This design comes from an exercise in tuning for small area, a short achievable clock period and few clock cycles per item on the open sky130 flow, not from production work. In this exercise RTL edits were held to simulation tests only and were not proved equivalent to the original.

## ember
// player_motion
module player_motion #(
  parameter int QM         = 6,
  parameter int QN         = 10,
  parameter int MAP_BITS   = 4,
  parameter int START_X    = 1536,
  parameter int START_Y    = 11776,
  parameter int START_FX   = 0,
  parameter int START_FY   = -1024,
  parameter int START_VX   = 512,
  parameter int START_VY   = 0
) (
  input  logic                       clk,
  input  logic                       reset,
  input  logic                       tick,
  input  logic                       moveF,
  input  logic                       moveB,
  input  logic                       strafeL,
  input  logic                       strafeR,
  input  logic                       rotL,
  input  logic                       rotR,
  output logic                       map_req,
  output logic [MAP_BITS-1:0]        map_col,
  output logic [MAP_BITS-1:0]        map_row,
  input  logic                       map_ack,
  input  logic [1:0]                 map_val,
  output logic signed [QM+QN-1:0]    playerX,
  output logic signed [QM+QN-1:0]    playerY,
  output logic signed [QM+QN-1:0]    facingX,
  output logic signed [QM+QN-1:0]    facingY,
  output logic signed [QM+QN-1:0]    vplaneX,
  output logic signed [QM+QN-1:0]    vplaneY,
  output logic                       busy,
  output logic                       done,
  output logic                       missed
);
For scale: about 2,700 cells after synthesis, ~120 I/O pins.
clock: 11.5 ns
lec_check: 0
abc_area: 1
cap_margin: 20
core_margin: 2
core_utilization: 60
setup_slack_margin: 4.0
slew_margin: 20
run.sh (not shown) runs the stock make flow with config.mk's settings and CLKGATE_MAP_FILE= SYNTH_SCRIPT=/design/flow/synth_recipe.tcl, a recipe that flattens the netlist after the stock synthesis.
Testbench counts of ember, summed over its fixed seeds: cycles 3,403, ticks 3,200.
## Diff of input files: onyx against ember
Settings: a change of CORE_UTILIZATION from 60 to 40; a change of SETUP_SLACK_MARGIN from 4.0 to 3.5.
Notes after the runs:
- The final layout from onyx, which completed every stage, passed the timing, design-rule and antenna checks at the end of the flow.
- Final RePlAce weighted congestion grows slightly when moving from ember to onyx.
- Re area of all placed cells without fillers: ember and onyx aren't equal, and the higher value belongs to ember.
- From ember to onyx, maximum level of the CTS H-tree did not move at all.
- In onyx, core utilization is lower than in ember.
- Looking at count of cell instances traversed by the critical path, onyx sits 1 higher than ember does.
Changes in xenon relative to onyx:
Settings: CTS_BUF_LIST newly set to sky130_fd_sc_hd__clkbuf_8; PLACE_DENSITY newly set to 0.75; SETUP_SLACK_MARGIN removed (was 3.5); CORE_UTILIZATION changed from 40 to 65.
--- outcome ---
Of the two values seen for launch point of the critical path, fx_q[0] was produced by onyx and fx_q[1] by xenon.
Looking at post-cts repair resize count, xenon sits 30 below onyx.
Summary of xenon over onyx: utilization higher; final hold slack picked up an extra 8.3 ps; total routing usage reported by global routing higher.
Fraction of layout instances using a drive strength above 1 down 4.4 points in xenon wrt onyx
Across both runs, cell area after placement was lower for xenon than for onyx.
Average via count per standard cell: xenon vs onyx up 12%
Looking only at part of the cycle the worst path needs, and setting everything else aside, the higher value of onyx and xenon goes to xenon.
Delta (xenon minus onyx): multi-input gate share of total cell area went up 1.6 points; die area went down 23,000 sq um.


Starting RTL as in the previous note.
## player_motion
module player_motion #(
  parameter int QM         = 6,
  parameter int QN         = 10,
  parameter int MAP_BITS   = 4,
  parameter int START_X    = 1536,
  parameter int START_Y    = 11776,
  parameter int START_FX   = 0,
  parameter int START_FY   = -1024,
  parameter int START_VX   = 512,
  parameter int START_VY   = 0
) (
  input  logic                       clk,
  input  logic                       reset,
  input  logic                       tick,
  input  logic                       moveF,
  input  logic                       moveB,
  input  logic                       strafeL,
  input  logic                       strafeR,
  input  logic                       rotL,
  input  logic                       rotR,
  output logic                       map_req,
  output logic [MAP_BITS-1:0]        map_col,
  output logic [MAP_BITS-1:0]        map_row,
  input  logic                       map_ack,
  input  logic [1:0]                 map_val,
  output logic signed [QM+QN-1:0]    playerX,
  output logic signed [QM+QN-1:0]    playerY,
  output logic signed [QM+QN-1:0]    facingX,
  output logic signed [QM+QN-1:0]    facingY,
  output logic signed [QM+QN-1:0]    vplaneX,
  output logic signed [QM+QN-1:0]    vplaneY,
  output logic                       busy,
  output logic                       done,
  output logic                       missed
);
  localparam int W  = QM + QN;
  localparam int WR = W + QN;         
  localparam int CB = 2 * MAP_BITS;   
  localparam int TB = QN + MAP_BITS;  
  ...
Settings: LEC_CHECK=0, ABC_AREA=1, CAP_MARGIN=20, CORE_MARGIN=2, CORE_UTILIZATION=40, SETUP_SLACK_MARGIN=4.0, SLEW_MARGIN=20; clock period 11.5 ns.
Testbench counts at the start, summed over its fixed seeds: cycles 3,403, ticks 3,200.
Next try:
SETUP_SLACK_MARGIN = not set   (was 4.0)
Outcome:
- fmax fell by about a fifth
- synthesized area is unchanged
- global-route usage is lower by 0.64 points
- worst setup slack degrades by 1.5 ns
- worst hold slack improves by 0.0035 ns

-- what the ideal ports hide --
The flow's constraints put no driver on any port. The routed layouts listed below were extracted and timed again, unchanged, in two steps. Step 1, drivers: a clkbuf_16 drives clk and a buf_2 each remaining input, both assumed. Step 2, shift: input delay + t, output delay - t, t = (earliest + latest rising clock arrival at the registers) / 2. This alone moves slack from input paths to output paths. Slacks: ideal ports / drivers / drivers and shift; pairs: ideal ports / drivers.
run | t, ns | setup WS [ns] | hold WS [ns] | worst setup path at the end | latest minus earliest clock arrival (ns)
ember | 0.522 | 3.856 / 3.856 / 3.681 | 0.500 / 0.500 / 0.500 | input to register | 0.009 / 0.010
onyx | 0.538 | 3.721 / 3.721 / 3.360 | 0.484 / 0.484 / 0.484 | input to register | 0.013 / 0.014
xenon | 0.555 | 2.378 / 2.378 / 2.378 | 0.492 / 0.492 / 0.492 | register to register | 0.023 / 0.024
the first run of note 2 | 0.535 | 4.003 / 4.003 / 3.608 | 0.480 / 0.480 / 0.480 | input to register | 0.016 / 0.016
the second run of note 2 | 0.538 | 2.461 / 2.461 / 2.461 | 0.484 / 0.484 / 0.484 | register to register | 0.014 / 0.013
After both steps setup and hold are still met in every run listed. The setup slack of the first run of note 2, which loses most, moves by 0.000 ns with the drivers and by -0.395 ns with both steps.
